Source: an optimization exercise on an open RTL-to-GDS flow (aim: small area). Production flows keep margins and buffers that such runs may drop.
In this exercise RTL edits were held to simulation tests only and were not proved equivalent to the original.
Power and IR drop assume default switching activity.

===== design/flow/design.v =====
module rgb_led_array_pwm #(
  parameter int P_LED_NUM = 4,
  parameter int P_DUTY_W  = 8,
  parameter int P_CE_DIV  = 4,
  parameter int P_CE_W    = 2,
  parameter int P_SPD_W   = 10,
  parameter int P_PHASE   = 192
) (
  input  logic                 I_CLK_100MHZ,
  input  logic                 I_RST,
  input  logic [1:0]           I_MODE,
  input  logic [P_SPD_W-1:0]   I_SPEED,
  input  logic [P_DUTY_W-1:0]  I_BRIGHTNESS,
  input  logic                 I_INVERTED,
  input  logic [P_DUTY_W-1:0]  I_FIX_R,
  input  logic [P_DUTY_W-1:0]  I_FIX_G,
  input  logic [P_DUTY_W-1:0]  I_FIX_B,
  output logic [P_LED_NUM-1:0] O_LED_R,
  output logic [P_LED_NUM-1:0] O_LED_G,
  output logic [P_LED_NUM-1:0] O_LED_B,
  output logic                 O_FRAME,
  output logic [3:0]           O_STATUS
);
  localparam int HUE_W = P_DUTY_W + 2;
  localparam int HUE_N = 3 * (1 << P_DUTY_W);
  localparam logic [P_DUTY_W-1:0] MAX       = (1 << P_DUTY_W) - 1;
  localparam logic [P_DUTY_W-1:0] MAX_M1    = (1 << P_DUTY_W) - 2;
  localparam logic [HUE_W-1:0]    HUE_TOP   = HUE_N - 1;
  localparam logic [P_CE_W-1:0]   CE_LAST   = P_CE_DIV - 1;
  logic [P_CE_W-1:0]   ce_cnt_r;
  logic                ce_s;
  logic [P_DUTY_W-1:0] pwm_cnt_r;
  logic                frame_s;
  logic [P_SPD_W-1:0]  step_cnt_r;
  logic [P_SPD_W:0]    step_nxt_s;
  logic                step_s;
  logic [HUE_W-1:0]    hue_r;
  logic [P_DUTY_W-1:0] level_r;
  logic                dir_down_r;
  logic                blink_r;
  logic [1:0]          mode_r;
  logic                mode_enter_s;
  logic [P_DUTY_W:0]   bri_k_s;
  logic [P_DUTY_W:0]   lvl_k_s;
  logic [2*P_DUTY_W:0] brt_r_p, brt_g_p, brt_b_p;
  logic [P_LED_NUM-1:0] led_r_r, led_g_r, led_b_r;
  logic                frame_r;
  assign ce_s         = (ce_cnt_r == CE_LAST);
  assign frame_s      = ce_s && (pwm_cnt_r == MAX_M1);
  assign step_nxt_s   = {1'b0, step_cnt_r} + {{P_SPD_W{1'b0}}, 1'b1};
  assign step_s       = ce_s && (I_SPEED != {P_SPD_W{1'b0}}) &&
                        (step_nxt_s >= {1'b0, I_SPEED});
  assign mode_enter_s = frame_s && (I_MODE != mode_r) && I_MODE[1];
  always_ff @(posedge I_CLK_100MHZ or posedge I_RST) begin
    if (I_RST)     ce_cnt_r <= {P_CE_W{1'b0}};
    else if (ce_s) ce_cnt_r <= {P_CE_W{1'b0}};
    else           ce_cnt_r <= ce_cnt_r + {{(P_CE_W-1){1'b0}}, 1'b1};
  end
  always_ff @(posedge I_CLK_100MHZ or posedge I_RST) begin
    if (I_RST)        pwm_cnt_r <= {P_DUTY_W{1'b0}};
    else if (frame_s) pwm_cnt_r <= {P_DUTY_W{1'b0}};
    else if (ce_s)    pwm_cnt_r <= pwm_cnt_r + {{(P_DUTY_W-1){1'b0}}, 1'b1};
    else              pwm_cnt_r <= pwm_cnt_r;
  end
  always_ff @(posedge I_CLK_100MHZ or posedge I_RST) begin
    if (I_RST)        step_cnt_r <= {P_SPD_W{1'b0}};
    else if (step_s)  step_cnt_r <= {P_SPD_W{1'b0}};
    else if (ce_s && (I_SPEED != {P_SPD_W{1'b0}}))
                      step_cnt_r <= step_nxt_s[P_SPD_W-1:0];
    else              step_cnt_r <= step_cnt_r;
  end
  always_ff @(posedge I_CLK_100MHZ or posedge I_RST) begin
    if (I_RST) begin
      hue_r <= {HUE_W{1'b0}};
    end else if (step_s) begin
      if (I_INVERTED) hue_r <= (hue_r == {HUE_W{1'b0}}) ? HUE_TOP : hue_r - {{(HUE_W-1){1'b0}}, 1'b1};
      else                hue_r <= (hue_r == HUE_TOP) ? {HUE_W{1'b0}} : hue_r + {{(HUE_W-1){1'b0}}, 1'b1};
    end else begin
      hue_r <= hue_r;
    end
  end
  always_ff @(posedge I_CLK_100MHZ or posedge I_RST) begin
    if (I_RST) begin
      level_r    <= {P_DUTY_W{1'b0}};
      dir_down_r <= 1'b0;
      blink_r    <= 1'b0;
    end else if (mode_enter_s) begin
      level_r    <= {P_DUTY_W{1'b0}};
      dir_down_r <= 1'b0;
      blink_r    <= 1'b0;
    end else if (step_s) begin
      blink_r <= ~blink_r;
      if (!dir_down_r) begin
        if (level_r == MAX) begin
          dir_down_r <= 1'b1;
          level_r    <= MAX_M1;
        end else begin
          level_r    <= level_r + {{(P_DUTY_W-1){1'b0}}, 1'b1};
        end
      end else begin
        if (level_r == {P_DUTY_W{1'b0}}) begin
          dir_down_r <= 1'b0;
          level_r    <= {{(P_DUTY_W-1){1'b0}}, 1'b1};
        end else begin
          level_r    <= level_r - {{(P_DUTY_W-1){1'b0}}, 1'b1};
        end
      end
    end else begin
      level_r    <= level_r;
      dir_down_r <= dir_down_r;
      blink_r    <= blink_r;
    end
  end
  always_ff @(posedge I_CLK_100MHZ or posedge I_RST) begin
    if (I_RST)        mode_r <= 2'd0;
    else if (frame_s) mode_r <= I_MODE;
    else              mode_r <= mode_r;
  end
  assign bri_k_s = {1'b0, I_BRIGHTNESS} + {{P_DUTY_W{1'b0}}, 1'b1};
  assign lvl_k_s = {1'b0, level_r} + {{P_DUTY_W{1'b0}}, 1'b1};
  assign brt_r_p = {{(P_DUTY_W+1){1'b0}}, I_FIX_R} * {{P_DUTY_W{1'b0}}, lvl_k_s};
  assign brt_g_p = {{(P_DUTY_W+1){1'b0}}, I_FIX_G} * {{P_DUTY_W{1'b0}}, lvl_k_s};
  assign brt_b_p = {{(P_DUTY_W+1){1'b0}}, I_FIX_B} * {{P_DUTY_W{1'b0}}, lvl_k_s};
  for (genvar gi = 0; gi < P_LED_NUM; gi++) begin : g_col
    localparam logic [HUE_W:0] OFS = (gi * P_PHASE) % HUE_N;
    logic [HUE_W:0]        hsum_s;
    logic [HUE_W:0]        hsub_s;
    logic [HUE_W-1:0]      h_s;
    logic [P_DUTY_W-1:0]   f_s;
    logic [3*P_DUTY_W-1:0] wheel_s;
    assign hsum_s = {1'b0, hue_r} + OFS;
    assign hsub_s = hsum_s - HUE_N;
    assign h_s    = (hsum_s >= HUE_N) ? hsub_s[HUE_W-1:0] : hsum_s[HUE_W-1:0];
    assign f_s    = h_s[P_DUTY_W-1:0];
    always_comb begin
      case (h_s[HUE_W-1:P_DUTY_W])
        2'd0:    wheel_s = {MAX - f_s, f_s, {P_DUTY_W{1'b0}}};
        2'd1:    wheel_s = {{P_DUTY_W{1'b0}}, MAX - f_s, f_s};
        2'd2:    wheel_s = {f_s, {P_DUTY_W{1'b0}}, MAX - f_s};
        default: wheel_s = {(3*P_DUTY_W){1'b0}};
      endcase
    end
    logic [P_DUTY_W-1:0]   col_r_s, col_g_s, col_b_s;
    logic [2*P_DUTY_W:0]   sc_r_p, sc_g_p, sc_b_p;
    logic [P_DUTY_W-1:0]   nxt_r_r, nxt_g_r, nxt_b_r;
    logic [P_DUTY_W-1:0]   act_r_r, act_g_r, act_b_r;
    always_comb begin
      case (mode_r)
        2'd0: begin
          col_r_s = wheel_s[3*P_DUTY_W-1:2*P_DUTY_W];
          col_g_s = wheel_s[2*P_DUTY_W-1:P_DUTY_W];
          col_b_s = wheel_s[P_DUTY_W-1:0];
        end
        2'd1: begin
          col_r_s = I_FIX_R;
          col_g_s = I_FIX_G;
          col_b_s = I_FIX_B;
        end
        2'd2: begin
          col_r_s = brt_r_p[2*P_DUTY_W-1:P_DUTY_W];
          col_g_s = brt_g_p[2*P_DUTY_W-1:P_DUTY_W];
          col_b_s = brt_b_p[2*P_DUTY_W-1:P_DUTY_W];
        end
        default: begin
          if (blink_r) begin
            col_r_s = I_FIX_R;
            col_g_s = I_FIX_G;
            col_b_s = I_FIX_B;
          end else begin
            col_r_s = {P_DUTY_W{1'b0}};
            col_g_s = {P_DUTY_W{1'b0}};
            col_b_s = {P_DUTY_W{1'b0}};
          end
        end
      endcase
    end
    assign sc_r_p = {{(P_DUTY_W+1){1'b0}}, col_r_s} * {{P_DUTY_W{1'b0}}, bri_k_s};
    assign sc_g_p = {{(P_DUTY_W+1){1'b0}}, col_g_s} * {{P_DUTY_W{1'b0}}, bri_k_s};
    assign sc_b_p = {{(P_DUTY_W+1){1'b0}}, col_b_s} * {{P_DUTY_W{1'b0}}, bri_k_s};
    always_ff @(posedge I_CLK_100MHZ or posedge I_RST) begin
      if (I_RST) begin
        nxt_r_r <= {P_DUTY_W{1'b0}};
        nxt_g_r <= {P_DUTY_W{1'b0}};
        nxt_b_r <= {P_DUTY_W{1'b0}};
      end else begin
        nxt_r_r <= sc_r_p[2*P_DUTY_W-1:P_DUTY_W];
        nxt_g_r <= sc_g_p[2*P_DUTY_W-1:P_DUTY_W];
        nxt_b_r <= sc_b_p[2*P_DUTY_W-1:P_DUTY_W];
      end
    end
    always_ff @(posedge I_CLK_100MHZ or posedge I_RST) begin
      if (I_RST) begin
        act_r_r <= {P_DUTY_W{1'b0}};
        act_g_r <= {P_DUTY_W{1'b0}};
        act_b_r <= {P_DUTY_W{1'b0}};
      end else if (frame_s) begin
        act_r_r <= nxt_r_r;
        act_g_r <= nxt_g_r;
        act_b_r <= nxt_b_r;
      end
    end
    always_ff @(posedge I_CLK_100MHZ or posedge I_RST) begin
      if (I_RST) begin
        led_r_r[gi] <= 1'b0;
        led_g_r[gi] <= 1'b0;
        led_b_r[gi] <= 1'b0;
      end else begin
        led_r_r[gi] <= (pwm_cnt_r < act_r_r);
        led_g_r[gi] <= (pwm_cnt_r < act_g_r);
        led_b_r[gi] <= (pwm_cnt_r < act_b_r);
      end
    end
  end
  always_ff @(posedge I_CLK_100MHZ or posedge I_RST) begin
    if (I_RST) frame_r <= 1'b0;
    else       frame_r <= frame_s;
  end
  assign O_LED_R  = led_r_r;
  assign O_LED_G  = led_g_r;
  assign O_LED_B  = led_b_r;
  assign O_FRAME  = frame_r;
  assign O_STATUS = {mode_r, I_INVERTED, I_RST};
endmodule

===== design/flow/run.sh =====
#!/bin/bash
# synth_recipe.tcl (not shown) runs the flow's synth.tcl, then flattens the netlist and writes it again
# the make line also repeats each setting of config.mk as NAME=value (left out here)
make -C /OpenROAD-flow-scripts/flow DESIGN_CONFIG=/design/flow/config.mk WORK_HOME=/design/flow/orfs CLKGATE_MAP_FILE= SYNTH_SCRIPT=/design/flow/synth_recipe.tcl finish

===== design/flow/config.mk =====
export PLATFORM = sky130hd
export DESIGN_NAME = rgb_led_array_pwm
export DESIGN_NICKNAME = rgb_led_array_pwm
export VERILOG_FILES = /design/flow/design.v
export SDC_FILE = /design/flow/constraint.sdc
export NUM_CORES = 4
export LEC_CHECK = 0
export CAP_MARGIN = 20
export CORE_MARGIN = 2
export CORE_UTILIZATION = 45
export PLACE_DENSITY = 0.6
export SLEW_MARGIN = 20

===== design/flow/constraint.sdc =====
create_clock -name core_clock -period 13.0 [get_ports {I_CLK_100MHZ}]
set_input_delay 2.6000 -clock core_clock [delete_from_list [all_inputs] [get_ports {I_CLK_100MHZ}]]
set_output_delay 2.6000 -clock core_clock [all_outputs]
set_load 0.01 [all_outputs]

==> reports/results.txt <==
CTS Buf Count -> 34
Post-CTS Setup Inserts -> 0
Core ar. -> 100000 um2
P_sw -> 0.00100 W
die extent in x -> 322 um
sequential share of the synthesized area -> 0.136
clock skew -> 0.0621 ns
num ports -> 64
crit path kind -> input port to register
sequential share of power -> 0.311
Critical Path RT -> 13.50 ns
Root Driver -> clkbuf_16
Final Core Density -> 0.490
period utilization -> 0.926
Hold Buf Count CTS -> 0
starting density of the core -> 0.454
H-tree lvl count -> 2
Post-DP Area -> 47900 um2
Top delay family on crit path -> adder cells
Mapped Cells -> 5441
cell area after layout -> 49000 um2
Synth async-reset ratio -> 1.00
Netlist Area Pre-Place -> 45400 um2
status -> finished clean
min Tclk post-route -> 12.04 ns
EDFF count, synth -> 0
vias in the first global route -> 39230
Layout Cells excl Fill -> 6751
final WL -> 140000 um
critical path peak fanout -> 12
slowest stage delay, CP -> 0.81 ns
synth warn -> 1
pin count of the biggest net entering global routing -> 136
Worst Max-Slew Pin Slew -> 1.23 ns
Comb power frac -> 0.320
DP Wirelength -> 108000 um
via count -> 37483
setup_tns -> 0 ns
initial antenna violation count -> 3
final hold violation count -> 0
Fmax achieved -> 0.0831 GHz
All-Layer GR Usage -> 0.280
fraction of layout cells with a size suffix above 1 -> 0.0481
Placer Congestion -> 0.971
Synth Flop Type -> dfrtp_1
Clk network pwr share -> 0.369
Final nets -> 6673
adder-cell share of the synthesized area -> 0.430
global-route wire length before repair -> 224000 um
worst path bufs/invs -> 8
Multi-input gate area -> 35000 um2
Critical Path AT -> 12.54 ns
# port buffers -> 63
Critical Path Source Type -> input port
worst-case reg-to-reg path depth -> 37
DP Cell Count -> 6688
P_int -> 0.00167 W
clk latency of the worst-skew pair -> 0.62 ns
clk sinks -> 247
post-synthesis xor/xnor area fraction -> 0.0395
post-synthesis net count -> 6687
critical path depth in cells -> 34
Setup violations, final -> 0
Die H -> 322 um
post-CTS sizing -> 0
GRT overflow -> 0
drt initial violations -> 2786
maximum vdd ir drop -> 0.0000847 V
fraction of synthesized area in multiplexers -> 0.00289
Rows -> 116
Clock Tree Buf Depth -> 3
Die Area -> 103000 um2
Routed Antenna Nets -> 0
Slew headroom -> 0.171
Avg Cell Area, Syn -> 8.35 um2
max_cap viols -> 0
DRC -> 0
DR vias/cell -> 5.55
unrepaired setup endpoints after global routing -> no
max-slew violations -> 0
total power -> 0.00267 W
CTS tree -> yes
Sw Share -> 0.375
DR WL/cell -> 20.8 um
largest family of logic cells by synthesized area -> adder cells
drt pass-1 iters -> 6
Hold Path Depth -> 1
leakage power -> 26.0 nW
Synth Area in Compound Gates -> 0.108
Simple-Gate Fraction of Synth Area -> 0.187
min-delay worst type -> register to register
flops & latches, synth -> 247
Reg clk slew, reported paths -> 0.06 ns
slowest stage cell on the critical path -> clkdlybuf4s50_1
synth unique cells -> 91
Power Dens Cells -> 54.5 nW/um2
Setup crit end kind -> register
cell mode on critical path -> fa_1
FF/Latch Area -> 6180 um2
P&R area growth vs syn -> 7.98%
number of fill cells -> 9630
## routing by layer
metal | global-route usage | routed length [um] | vias to the layer above | share of wire
met1 | 0.354 | 57900 | 18622 | 0.41
met5 | 0 | 27 | - | 0.00019
met3 | 0.0414 | 9310 | 347 | 0.066
li1 | - | - | 17316 | -
met2 | 0.474 | 66000 | 1192 | 0.47
met4 | 0.123 | 6880 | 6 | 0.049
## synthesized netlist by cell type, types with 16 or more instances
cell,n,area share
a211oi_1,26,0.0043
a21boi_0,16,0.0026
a21o_1,71,0.012
a21oi_1,211,0.023
a31oi_1,22,0.0030
and2_1,161,0.022
and3_1,32,0.0044
clkbuf_1,214,0.018
dfrtp_1,247,0.14
fa_1,600,0.26
ha_1,599,0.17
inv_1,943,0.078
nand2_1,482,0.040
nand2b_1,61,0.0084
nand3_1,77,0.0085
nand4_1,19,0.0026
nor2_1,643,0.053
nor2b_1,47,0.0065
nor3_1,121,0.013
o21a_1,39,0.0064
o21ai_0,221,0.024
o31ai_1,21,0.0035
or2_2,26,0.0036
or3_1,124,0.017
xnor2_1,142,0.027
xor2_1,60,0.012
## area by class of cell
type,instances,area share
clock buffers,38,0.0183
clock inverters,23,0.00493
well taps,1298,0.0331
diodes,1,0.0000510
inverters,945,0.0726
repair buffers,184,0.0315
flip-flops and latches,247,0.126
multi-input cells,4015,0.713
## power groups by stage
stage / clock network (W) / registers (W) / logic [W]
after CTS: 0.00102 / 0.000830 / 0.000850
after global placement: 0 / 0.000844 / 0.000833
final: 0.000987 / 0.000831 / 0.000854
after detailed placement: 0 / 0.000844 / 0.000842
after global routing: 0.00105 / 0.000834 / 0.000961
after floorplan: 0 / 0.000834 / 0.000577
## registers in the layout (all words and copies together), names as in the netlist, 10 cells and up
name,count
g_col.act_b_r,32
g_col.act_r_r,32
step_cnt_r,10
hue_r,10
g_col.nxt_r_r,32
g_col.nxt_g_r,32
g_col.act_g_r,32
g_col.nxt_b_r,32
## worst register-to-register path: cells and delay by family, from the launching register on
kind | cells | cell delay (ns)
flip-flops | 1 | 0.55
buffers and inverters | 8 | 0.87
XOR/XNOR | 2 | 0.86
AND/OR/NAND/NOR | 6 | 1.73
AO/OA/AOI/OAI | 11 | 2.73
adder cells (fa/ha/maj) | 10 | 4.60
## placed cells by master, fill, tap and decap left out, types with 54 or more instances in the layout
cell type | synthesis | routed
nor2_1 | 643 | 642
and2_1 | 161 | 161
nand2_1 | 482 | 482
fa_1 | 600 | 600
o21ai_0 | 221 | 220
nand3_1 | 77 | 76
buf_4 | 3 | 120
a21o_1 | 71 | 71
ha_1 | 599 | 599
nand2b_1 | 61 | 61
a21oi_1 | 211 | 207
clkdlybuf4s50_1 | 0 | 62
dfrtp_1 | 247 | 247
xor2_1 | 60 | 54
or3_1 | 124 | 124
nor3_1 | 121 | 120
xnor2_1 | 142 | 135
inv_1 | 943 | 941
## cell families after synthesis
family | after synthesis
compound gates | 772
flops | 247
simple gates | 1830
xor+xnor | 203
buf+inv | 1179
mux | 11
fa+ha+maj | 1199
## per-stage QoR
stage                     setup slack, ns  hold slack (ns)
after floorplan                      1.90            0.403
after global placement              0.564            0.416
after detailed placement            0.410            0.417
after CTS                            1.05            0.425
after global routing                0.399            0.453
final                               0.961            0.423
## worst paths after layout
check                                       to  slack (ns)        start
hold reg to reg                    ce_cnt_r[0]        0.42  ce_cnt_r[0]
setup reg to reg           g_col[1].nxt_g_r[7]        1.58   level_r[2]
setup / recovery           g_col[1].nxt_g_r[7]        0.96   I_FIX_G[3]
min in group asynchronous           led_b_r[3]        2.63        I_RST
max in group asynchronous           level_r[3]        8.95        I_RST
hold / removal                     ce_cnt_r[0]        0.42  ce_cnt_r[0]

static timing again, ports no longer ideal:
No port has a modelled driver above. Below, the same layout with a new extraction and two added sets of constraints.
Step 1 (the two cells are an assumption about what drives the block):
set clk [get_ports {I_CLK_100MHZ}]
set_driving_cell -lib_cell sky130_fd_sc_hd__clkbuf_16 $clk
set_driving_cell -lib_cell sky130_fd_sc_hd__buf_2 [delete_from_list [all_inputs] $clk]
Step 2 also shifts input and output timing later by t, the mid clock arrival at the registers, as if the neighbouring blocks saw the same clock.
Three values: ideal ports, drivers, drivers and shift; two values: the first two.
shift t [ns]: 0.664
setup WS [ns]: 0.961 / 0.908 / 0.243
hold slack, ns: 0.423 / 0.423 / 0.423
clock arrival spread, ns: 0.070 / 0.069
worst register clock-pin slew, ns: 0.07 / 0.07
After both steps this run still meets setup and hold. The setup slack of this run moves by -0.053 ns with the drivers and by -0.718 ns with both steps.
